This is an optimization exercise on Yosys and OpenROAD, whose aim is small area, a short achievable clock period and few clock cycles per item, not a production implementation.
In this exercise RTL edits were held to simulation tests only and were not proved equivalent to the original.
Power figures rest on the tool's default switching activity, not on a simulated workload.

==> raven <==
// roberts_stream_conv_ctrl
module roberts_stream_conv_ctrl #(
  parameter int ROWS = 512,
  parameter int COLS = 512,
  parameter int CW   = 10
) (
  input  logic       clk,
  input  logic       rst,
  input  logic       k_wr_en,
  input  logic [1:0] k_wr_idx,
  input  logic [7:0] k_wr_data,
  input  logic       start,
  output logic       busy,
  output logic       done,
  input  logic       s_valid,
  output logic       s_ready,
  input  logic [7:0] s_data,
  output logic       m_valid,
  input  logic       m_ready,
  output logic [7:0] m_data,
  output logic       m_last
);
export LEC_CHECK = 0
export CAP_MARGIN = 20
export CORE_MARGIN = 2
export CORE_UTILIZATION = 40
export SLEW_MARGIN = 20
create_clock -name core_clock -period 12.0 [get_ports {clk}]
standard.sh (not shown) runs the stock make flow with config.mk's settings and CLKGATE_MAP_FILE= SYNTH_SCRIPT=/design/flow/synth_recipe.tcl, a recipe that flattens the netlist after the stock synthesis.
==> flow/flow/run.sh <==
#!/bin/bash
# Layout flow: the standard ORFS flow (standard.sh, unchanged synthesis and
# steps), with two tool options changed:
#  - the port buffers that buffer_ports inserts are buf_4 cells instead of the
#    default clkdlybuf4s50_1 delay cells (every port still gets its buffer);
#  - repair_timing aims for a larger setup slack margin, so it sizes the
#    critical paths for a shorter period than the constraint's 12 ns.
# The SDC, clock period, I/O delays and loads are the standard flow's, untouched.
set -euo pipefail
export BUFFER_PORTS_ARGS="-buffer_cell sky130_fd_sc_hd__buf_4"
export SETUP_SLACK_MARGIN=8.0
bash standard.sh > standard_flow.log 2>&1
==> violet: changes against raven <==
--- a/flow/design.v
+++ b/flow/design.v
@@ -19,17 +19,17 @@
   output logic [7:0] m_data,
   output logic       m_last
 );
   localparam int N     = COLS;           
   localparam int QW    = $clog2(N);      
   localparam int SB    = 4;              
   localparam int S     = 1 << SB;
   localparam int T     = N / S;          
-  localparam int DEPTH = 4;              
+  localparam int DEPTH = 5;              
   localparam logic [QW-1:0] LAST_ROW = QW'(ROWS - 1);
   localparam logic [QW-1:0] LAST_COL = QW'(COLS - 1);
   logic          busy_q, done_q, run_q, srdy_q, mv_q;
   logic [QW-1:0] q_q, col_q, row_q;
   logic [2:0]    cnt_q;
   logic [3:0][7:0] k_q;
   logic [7:0]      a_q, b_q, c_q, d_q;
   logic fire, pop, start_acc, last_px, border;
@@ -54,16 +54,18 @@
   always_comb begin
     ring_d = {ring[N-2:0], ring[N-1]};
     if (we_q) ring_d[{wt_q, SB'(2)}] = d_q;
   end
   always_ff @(posedge clk) ring <= ring_d;
   localparam int MIDW = 51;              
   logic            v1_q, bd1_q, ls1_q;
   logic            v2_q, bd2_q, ls2_q;
+  logic            v3_q, ls3_q;
+  logic [7:0]      res3_q;
   logic [17:0]     corr_q, corr_d;
   logic [MIDW-1:0] mid1, mid2_q;
   logic [17:0]     cs2_s, cs2_c, pos2;
   logic [7:0]      neg2;
   logic            big2;
   logic [7:0]      res2;
   always_ff @(posedge clk) begin
     if (fire) begin
@@ -73,16 +75,18 @@
       d_q <= s_data;
     end
     corr_q <= corr_d;
     bd1_q  <= border;
     ls1_q  <= last_px;
     mid2_q <= mid1;
     bd2_q  <= bd1_q;
     ls2_q  <= ls1_q;
+    res3_q <= res2;
+    ls3_q  <= ls2_q;
   end
   roberts_mac_corr u_corr (
     .k0(k_q[0]), .k1(k_q[1]), .k2(k_q[2]), .k3(k_q[3]), .corr(corr_d)
   );
   roberts_mac_s1 u_mac1 (
     .k0(k_q[0]), .k1(k_q[1]), .k2(k_q[2]), .k3(k_q[3]),
     .x0(a_q),    .x1(b_q),    .x2(c_q),    .x3(d_q),
     .corr(corr_q), .mid(mid1)
@@ -91,18 +95,18 @@
   assign pos2 = cs2_s + cs2_c;
   assign neg2 = (~cs2_s[7:0]) + (~cs2_c[7:0]) + 8'd2;
   assign big2 = pos2[17] ? !((&pos2[16:8]) && (|pos2[7:0])) : (|pos2[16:8]);
   assign res2 = bd2_q ? 8'd0 : (big2 ? 8'hFF : (pos2[17] ? neg2 : pos2[7:0]));
   logic [DEPTH-1:0][8:0] fifo_q;
   logic [2:0]            n_q;
   logic                  push;
   logic [8:0]            push_val;
-  assign push     = v2_q;
-  assign push_val = {ls2_q, res2};
+  assign push     = v3_q;
+  assign push_val = {ls3_q, res3_q};
   always_ff @(posedge clk) begin
     for (int i = 0; i < DEPTH; i++) begin
       if (pop) begin
         if (push && 3'(i) == n_q - 3'd1)
           fifo_q[i] <= push_val;
         else if (i + 1 < DEPTH)
           fifo_q[i] <= fifo_q[(i + 1) % DEPTH];
       end else if (push && 3'(i) == n_q) begin
@@ -117,28 +121,30 @@
       run_q  <= 1'b0;
       srdy_q <= 1'b0;
       mv_q   <= 1'b0;
       cnt_q  <= '0;
       n_q    <= '0;
       k_q    <= '0;
       v1_q   <= 1'b0;
       v2_q   <= 1'b0;
+      v3_q   <= 1'b0;
       we_q   <= 1'b0;
     end else begin
       if (!busy_q && k_wr_en) k_q[k_wr_idx] <= k_wr_data;
       busy_q <= start_acc || (busy_q && !done_q);
       done_q <= pop && fifo_q[0][8];
       run_q  <= run_d;
       srdy_q <= run_d && aligned_d && (cnt_d < 3'(DEPTH));
       cnt_q  <= cnt_d;
       n_q    <= n_q + {2'b0, push} - {2'b0, pop};
       mv_q   <= (n_q + {2'b0, push} - {2'b0, pop}) != 3'd0;
       v1_q   <= fire;
       v2_q   <= v1_q;
+      v3_q   <= v2_q;
       we_q   <= fire;
     end
   end
   always_ff @(posedge clk) begin
     wt_q <= q_q[QW-1:SB];
     if (start_acc) begin
       q_q   <= '0;
       col_q <= '0;
@@ -608,42 +614,15 @@
   assign csa_c[16] = t275;
   assign csa_s[17] = t276;
   assign csa_c[17] = mid[50];
 endmodule
 module roberts_mac_corr (
   input  logic [7:0] k0, k1, k2, k3,
   output logic [17:0] corr
 );
-  assign corr = 18'd88064
-              + ({17'b0, k0[1]} << 0)
-              + ({17'b0, ~k0[1]} << 9)
-              + ({17'b0, k0[3]} << 2)
-              + ({17'b0, ~k0[3]} << 11)
-              + ({17'b0, k0[5]} << 4)
-              + ({17'b0, ~k0[5]} << 13)
-              + ({17'b0, k0[7]} << 6)
-              + ({17'b0, ~k0[7]} << 15)
-              + ({17'b0, k1[1]} << 0)
-              + ({17'b0, ~k1[1]} << 9)
-              + ({17'b0, k1[3]} << 2)
-              + ({17'b0, ~k1[3]} << 11)
-              + ({17'b0, k1[5]} << 4)
-              + ({17'b0, ~k1[5]} << 13)
-              + ({17'b0, k1[7]} << 6)
-              + ({17'b0, ~k1[7]} << 15)
-              + ({17'b0, k2[1]} << 0)
-              + ({17'b0, ~k2[1]} << 9)
-              + ({17'b0, k2[3]} << 2)
-              + ({17'b0, ~k2[3]} << 11)
-              + ({17'b0, k2[5]} << 4)
-              + ({17'b0, ~k2[5]} << 13)
-              + ({17'b0, k2[7]} << 6)
-              + ({17'b0, ~k2[7]} << 15)
-              + ({17'b0, k3[1]} << 0)
-              + ({17'b0, ~k3[1]} << 9)
-              + ({17'b0, k3[3]} << 2)
-              + ({17'b0, ~k3[3]} << 11)
-              + ({17'b0, k3[5]} << 4)
-              + ({17'b0, ~k3[5]} << 13)
-              + ({17'b0, k3[7]} << 6)
-              + ({17'b0, ~k3[7]} << 15);
+  logic [8:0] nsum;
+  assign nsum = {2'b0, k0[7], 1'b0, k0[5], 1'b0, k0[3], 1'b0, k0[1]}
+              + {2'b0, k1[7], 1'b0, k1[5], 1'b0, k1[3], 1'b0, k1[1]}
+              + {2'b0, k2[7], 1'b0, k2[5], 1'b0, k2[3], 1'b0, k2[1]}
+              + {2'b0, k3[7], 1'b0, k3[5], 1'b0, k3[3], 1'b0, k3[1]};
+  assign corr = {9'b0, nsum} - {nsum, 9'b0};
 endmodule
==> flow/flow/run.sh (replaced) <==
#!/bin/bash
# Layout flow: the standard ORFS flow (standard.sh, unchanged synthesis and
# steps), with these tool options changed:
#  - the port buffers that buffer_ports inserts are buf_4 cells instead of the
#    default clkdlybuf4s50_1 delay cells (every port still gets its buffer);
#  - repair_timing aims for a larger setup slack margin, so it sizes the
#    critical paths for a shorter period than the constraint's 12 ns;
#  - clock tree synthesis clusters up to 30 sinks per leaf buffer and inserts
#    no dummy loads.
# The SDC, clock period, I/O delays and loads are the standard flow's, untouched.
set -euo pipefail
export BUFFER_PORTS_ARGS="-buffer_cell sky130_fd_sc_hd__buf_4"
export SETUP_SLACK_MARGIN=8.2
export CTS_ARGS="-sink_clustering_enable -repair_clock_nets -sink_clustering_size 30 -sink_clustering_max_diameter 60 -dont_use_dummy_load"
bash standard.sh > standard_flow.log 2>&1
ABC_AREA = 1   (was default)
CORE_UTILIZATION = 55   (was 40)
CTS_CLUSTER_DIAMETER = 60   (was default)
CTS_CLUSTER_SIZE = 30   (was default)
==> summary.txt <==
| item | raven | violet |
|---|---|---|
| Unique cell type count in the Yosys netlist | 72 | 48 |
| Slew at the pin with the worst max-slew slack | 1060 ps | 1000 ps |
| Area share of the largest cell type after synthesis | 79.9% | 81.2% |
| Comb power frac | 20.1% | 30.8% |
| Power dissipated in the clock network | 12.1 mW | 6.71 mW |
| Finished Cell Area | 124000 sq um | 112000 sq um |
| Final clock period utilization by the worst path | 33.6% | 31.9% |
| Area occupied by multi-input gates | 16600 sq um | 14300 sq um |
| Sequential share of the synthesized area | 82.9% | 84.6% |
| Avg Inst Size Synth | 15.5 sq um | 14.7 sq um |
| Global-route wire length before repair | 285000 um | 270000 um |
| Result of the run | timing/DRC/antenna clean | timing/DRC/antenna clean |
| First element of the critical path | mid2_q[33] | k_q[5] |
| Static Leakage | 49.5 nW | 45.2 nW |
| Synth Area in Adders | 3.99% | 3.41% |
Testbench counts of raven, summed over its fixed seeds: cycles 2,097,192, items 2,097,152.
Testbench counts of violet, summed over its fixed seeds: cycles 2,097,200, items 2,097,152.

* * *

==> v14 <==
Another version of the RTL of roberts_stream_conv_ctrl (not shown whole).
==> flow/config.mk <==
export PLATFORM = sky130hd
export DESIGN_NAME = roberts_stream_conv_ctrl
export DESIGN_NICKNAME = roberts_stream_conv_ctrl
export VERILOG_FILES = /design/flow/design.v
export SDC_FILE = /design/flow/constraint.sdc
export NUM_CORES = 4
export LEC_CHECK = 0
export CAP_MARGIN = 20
export CORE_MARGIN = 2
export CORE_UTILIZATION = 55
export CTS_CLUSTER_DIAMETER = 60
export CTS_CLUSTER_SIZE = 30
export SLEW_MARGIN = 20
==> flow/constraint.sdc <==
create_clock -name core_clock -period 12.0 [get_ports {clk}]
set_input_delay 2.4000 -clock core_clock [delete_from_list [all_inputs] [get_ports {clk}]]
set_output_delay 2.4000 -clock core_clock [all_outputs]
set_load 0.01 [all_outputs]
==> flow/flow/run.sh <==
#!/bin/bash
# Layout flow: the standard ORFS flow (standard.sh, unchanged synthesis and
# steps), with two tool options changed:
#  - the port buffers that buffer_ports inserts are buf_4 cells instead of the
#    default clkdlybuf4s50_1 delay cells (every port still gets its buffer);
#  - repair_timing aims for a larger setup slack margin, so it sizes the
#    critical paths for a shorter period than the constraint's 12 ns.
# The SDC, clock period, I/O delays and loads are the standard flow's, untouched.
set -euo pipefail
export BUFFER_PORTS_ARGS="-buffer_cell sky130_fd_sc_hd__buf_4"
export SETUP_SLACK_MARGIN=8.2
bash standard.sh > standard_flow.log 2>&1
==> inputs of v11, as changes to v14 <==
==> flow/flow/run.sh (replaced) <==
#!/bin/bash
# Layout flow: the standard ORFS flow (standard.sh, unchanged synthesis and
# steps), with these tool options changed:
#  - the port buffers that buffer_ports inserts are buf_4 cells instead of the
#    default clkdlybuf4s50_1 delay cells (every port still gets its buffer);
#  - repair_timing aims for a larger setup slack margin, so it sizes the
#    critical paths for a shorter period than the constraint's 12 ns;
#  - clock tree synthesis clusters up to 30 sinks per leaf buffer and inserts
#    no dummy loads.
# The SDC, clock period, I/O delays and loads are the standard flow's, untouched.
set -euo pipefail
export BUFFER_PORTS_ARGS="-buffer_cell sky130_fd_sc_hd__buf_4"
export SETUP_SLACK_MARGIN=8.2
export CTS_ARGS="-sink_clustering_enable -repair_clock_nets -sink_clustering_size 30 -sink_clustering_max_diameter 60 -dont_use_dummy_load"
bash standard.sh > standard_flow.log 2>&1
Settings changed: ABC_AREA set to 1.
==> impl_results.md <==
* GR Util met2 at 29.44%
* Pre-antenna DRT Iters at 18
* Run status: timing/DRC/antenna clean
* Vias in the first global route at 44848
* Leak Pwr at 45.21 nW
* XOR/XNOR Fraction of Synth Area at 1.348%
* Multi-input combinational area share at 12.85%
The numbers above come from v11.

==> impl_results.md <==
* Vias in the first global route at ~43000
* Tap Count at 2511
* Pwr dens at 255.7 nW/um2
* GR Util met2 at between 20% and 30%
* Final setup violation count at 0
* Post-CTS resize count at between 90 and 100
* Multi-input combinational area share at 14.32%
* XOR/XNOR Fraction of Synth Area at 0.8295%
* Run status: timing/DRC/antenna clean
The numbers above come from v14.

Testbench counts of v14, summed over its fixed seeds: cycles 2,097,200, items 2,097,152.
Testbench counts of v11, summed over its fixed seeds: cycles 2,097,200, items 2,097,152.

==> separate check: timing with driven ports <==
Ports are ideal in the flow. The routed layouts listed here were re-timed in OpenROAD.
Step 1 assumes that a clkbuf_16 drives the clock port and a buf_2 every other input.
Step 2 times the ports against the registers' clock, not the clock port: input delays grow and output delays shrink by t, the midpoint of the rising clock arrivals with the driver on.
Three values: ideal, step 1, step 2; two values: the first two.
| run | t, ns | setup slack, ns | hold slack, ns | worst setup path at the end |
|---|---|---|---|---|
| raven | 0.918 | 7.968 / 7.968 / 7.578 | 0.277 / 0.277 / 0.277 | input to register |
| violet | 0.886 | 8.174 / 8.162 / 7.712 | 0.255 / 0.255 / 0.255 | input to register |
| v14 | 0.917 | 8.156 / 8.140 / 7.709 | 0.312 / 0.312 / 0.312 | input to register |
| v11 | 0.887 | 8.113 / 8.113 / 7.729 | 0.259 / 0.259 / 0.259 | input to register |
After both steps setup and hold are still met in every run listed. For violet, which loses most, drivers alone change the setup slack by -0.012 ns; drivers and shift together by -0.462 ns.
